Background: an optimization exercise with open tools, aiming at small area and few clock cycles per item. Do not read the settings as production practice.
Function was checked by simulation only, so behaviour that the tests miss may differ from the original.
No activity file was given, so power comes from the tool's default toggle rates.

== P ==
==> flow/design.v <==
package mmio_csr_pkg;
    typedef logic [16-1:0] csr_len_t;
    typedef logic [15:0] done_cnt_t;
    typedef struct packed {
        logic [24-1:0] src;
        logic [24-1:0] dst;
        csr_len_t                    len;
    } desc_view_t;
    typedef struct packed {
        logic [64-3:0] rsvd;
        logic                   clr;
        logic                   start;
    } ctrl_view_t;
    typedef union packed {
        desc_view_t desc;
        ctrl_view_t ctrl;
    } csr_word_u;
endpackage
package mem_chan_pkg;
    typedef logic [64-1:0] mem_word_t;
    typedef logic [24-1:0] host_addr_t;
    typedef logic [24-1:0] lmem_addr_t;
    typedef logic [$clog2(3):0] slot_cnt_t;
endpackage
`timescale 1ns/100ps
module asp_top (
    input  logic                          pclk,
    input  logic                          rst,
    input  logic [8-1:0]    paddr,
    input  logic                          psel,
    input  logic                          penable,
    input  logic                          pwrite,
    input  logic [64-1:0]        pwdata,
    output logic [64-1:0]        prdata,
    output logic                          pready,
    output logic                          pslverr,
    output mem_chan_pkg::host_addr_t      host_address,
    output logic                          host_read,
    input  logic                          host_waitrequest,
    input  mem_chan_pkg::mem_word_t       host_readdata,
    input  logic                          host_readdatavalid,
    output mem_chan_pkg::lmem_addr_t      lmem_address,
    output logic                          lmem_write,
    output mem_chan_pkg::mem_word_t       lmem_writedata,
    input  logic                          lmem_waitrequest,
    output logic                          job_done
);
    localparam int D   = 3;    
    localparam int CW  = $clog2(D + 1);
    logic [23:0] desc_src;
    logic [23:0] desc_dst;
    logic [15:0] desc_len;
    logic        desc_ok;      
    logic        busy;
    logic        error;
    logic [15:0] done_cnt;
    logic [23:0] rd_addr;
    logic [15:0] rd_left;
    logic [23:0] wr_addr;
    logic [CW-1:0] pend;       
    logic [CW-1:0] held;       
    logic [D-1:0]  wp;         
    logic [D-1:0]  rp;         
    logic [63:0] buf_q [D];
    logic access, hit_desc, hit_ctrl, hit_status;
    logic wr_desc, wr_ctrl, start, clr;
    assign access     = psel && penable;
    assign hit_desc   = (paddr == 8'h00);
    assign hit_ctrl   = (paddr == 8'h08);
    assign hit_status = (paddr == 8'h10);
    assign wr_desc    = access && pwrite && hit_desc;
    assign wr_ctrl    = access && pwrite && hit_ctrl;
    assign clr        = wr_ctrl && pwdata[1];
    assign start      = wr_ctrl && pwdata[0] && !busy && desc_ok && (desc_len != 16'd0);
    assign pready  = access;
    assign pslverr = access && (!(hit_desc || hit_ctrl || hit_status) || (pwrite && hit_status));
    always_comb begin
        prdata = '0;
        if (hit_desc && desc_ok) prdata = {desc_src, desc_dst, desc_len};
        else if (hit_status)     prdata = {32'b0, done_cnt, 14'b0, error, busy};
    end
    logic held_any, wr_acc, rd_acc, push, pop, last;
    assign held_any       = (held != '0);
    assign lmem_write     = busy && (held_any || host_readdatavalid);
    always_comb begin
        lmem_writedata = held_any ? 64'd0 : host_readdata;
        for (int i = 0; i < D; i++)
            if (held_any && rp[i]) lmem_writedata = lmem_writedata | buf_q[i];
    end
    assign lmem_address   = wr_addr;
    assign wr_acc         = lmem_write && !lmem_waitrequest;
    assign push           = busy && host_readdatavalid && (held_any || lmem_waitrequest);
    assign pop            = held_any && !lmem_waitrequest;
    assign last           = wr_acc && (rd_left == 16'd0) && (pend == CW'(1));
    assign host_read    = busy && (rd_left != 16'd0) && ((pend != CW'(D)) || wr_acc);
    assign host_address = rd_addr;
    assign rd_acc       = host_read && !host_waitrequest;
    always_ff @(posedge pclk) begin
        for (int i = 0; i < D; i++)
            if (push && wp[i]) buf_q[i] <= host_readdata;
    end
    always_ff @(posedge pclk) begin
        if (wr_desc) begin
            desc_src <= pwdata[63:40];
            desc_dst <= pwdata[39:16];
            desc_len <= pwdata[15:0];
        end
    end
    always_ff @(posedge pclk) begin
        if (start) begin
            rd_addr <= desc_src;
            rd_left <= desc_len;
            wr_addr <= desc_dst;
        end else begin
            if (rd_acc) begin
                rd_addr <= rd_addr + 1'b1;
                rd_left <= rd_left - 1'b1;
            end
            if (wr_acc) wr_addr <= wr_addr + 1'b1;
        end
    end
    always_ff @(posedge pclk) begin
        if (rst) begin
            desc_ok  <= 1'b0;
            busy     <= 1'b0;
            error    <= 1'b0;
            done_cnt <= '0;
            job_done <= 1'b0;
            pend     <= '0;
            held     <= '0;
            wp       <= D'(1);
            rp       <= D'(1);
        end else begin
            job_done <= last;
            if (wr_desc) desc_ok <= 1'b1;
            if (last) begin
                busy     <= 1'b0;
                done_cnt <= done_cnt + 1'b1;
            end
            if (clr) begin
                error    <= 1'b0;
                done_cnt <= '0;
            end
            if (start)                     busy  <= 1'b1;
            else if (wr_ctrl && pwdata[0]) error <= 1'b1;
            pend <= pend + CW'(rd_acc) - CW'(wr_acc);
            held <= held + CW'(push) - CW'(pop);
            if (push) wp <= {wp[D-2:0], wp[D-1]};
            if (pop)  rp <= {rp[D-2:0], rp[D-1]};
        end
    end
endmodule
clock: 5.0 ns
lec_check: 0
cap_margin: 20
core_margin: 2
core_utilization: 40
slew_margin: 20
standard.sh (not shown) runs the stock make flow with config.mk's settings and CLKGATE_MAP_FILE= SYNTH_SCRIPT=/design/flow/synth_recipe.tcl, a recipe that flattens the netlist after the stock synthesis.
==> flow/flow/run.sh <==
#!/bin/bash
# Standard ORFS layout with two changes to how it is built:
#  - each port gets a sky130 buf_1 as its port buffer instead of the
#    default delay-cell buffer
#  - the clock tree is built from small clock buffers without dummy loads
set -euo pipefail
export BUFFER_PORTS_ARGS="-buffer_cell sky130_fd_sc_hd__buf_1"
export CTS_ARGS="-sink_clustering_enable -repair_clock_nets -dont_use_dummy_load -buf_list {sky130_fd_sc_hd__clkbuf_4 sky130_fd_sc_hd__clkbuf_8}"
bash standard.sh finish > standard_flow.log 2>&1
P: no failed stages, no open violations at the end
Testbench counts of P, summed over its fixed seeds: cycles 21,085, words 10,274.
--- input diff P..Q ---
--- a/flow/design.v
+++ b/flow/design.v
@@ -21,5 +21,5 @@
     typedef logic [24-1:0] host_addr_t;
     typedef logic [24-1:0] lmem_addr_t;
-    typedef logic [$clog2(3):0] slot_cnt_t;
+    typedef logic [$clog2(4):0] slot_cnt_t;
 endpackage
 `timescale 1ns/100ps
@@ -46,5 +46,5 @@
     output logic                          job_done
 );
-    localparam int D   = 3;    
+    localparam int D   = 4;    
     localparam int CW  = $clog2(D + 1);
     logic [23:0] desc_src;
[summary]
- Changes observed in Q relative to P: combinational power increased 1200%; detailed-route vias per instance shows an increase of 1.9%; wire length climbed 7200 um; die outline height climbed about 8%.
- Between P and Q, the flow reports detail-routed net length per standard cell increasing by a little under 10%.
- Side by side, setup slack of the critical path after layout turned out higher in Q than in P.
- Peak supply drop: Q higher than P
- Delta (Q minus P): non-clock buffer count went down by 5, number of global-route vias before repair has increased, total power now larger, maximum number of pins on one net before global-route repair increased 1.
Testbench counts of Q, summed over its fixed seeds: cycles 18,325, words 10,274.

==> port drivers added, routing unchanged <==
How much do the figures lean on ideal ports? The routed layouts below were timed once more, with nothing changed but the port constraints. Step 1 (the two cells are an assumption about what drives the block):
set clk [get_ports {pclk}]
set_driving_cell -lib_cell sky130_fd_sc_hd__clkbuf_16 $clk
set_driving_cell -lib_cell sky130_fd_sc_hd__buf_2 [delete_from_list [all_inputs] $clk]
Step 2, shift: input delay + t, output delay - t, t = (earliest + latest rising clock arrival at the registers) / 2. This alone moves slack from input paths to output paths. Slacks: no drivers / after step 1 / after step 2; pairs: no drivers / after step 1.
run | t (ns) | setup slack, ns | worst data-port slew with drivers (ns)
P | 0.655 | 1.003 / 0.981 / 0.981 | 0.07
Q | 0.666 | 1.175 / 1.155 / 1.155 | 0.09
After both steps every run listed still meets setup and hold. The setup slack of P, which loses most, moves by -0.022 ns with the drivers and by -0.022 ns with both steps.
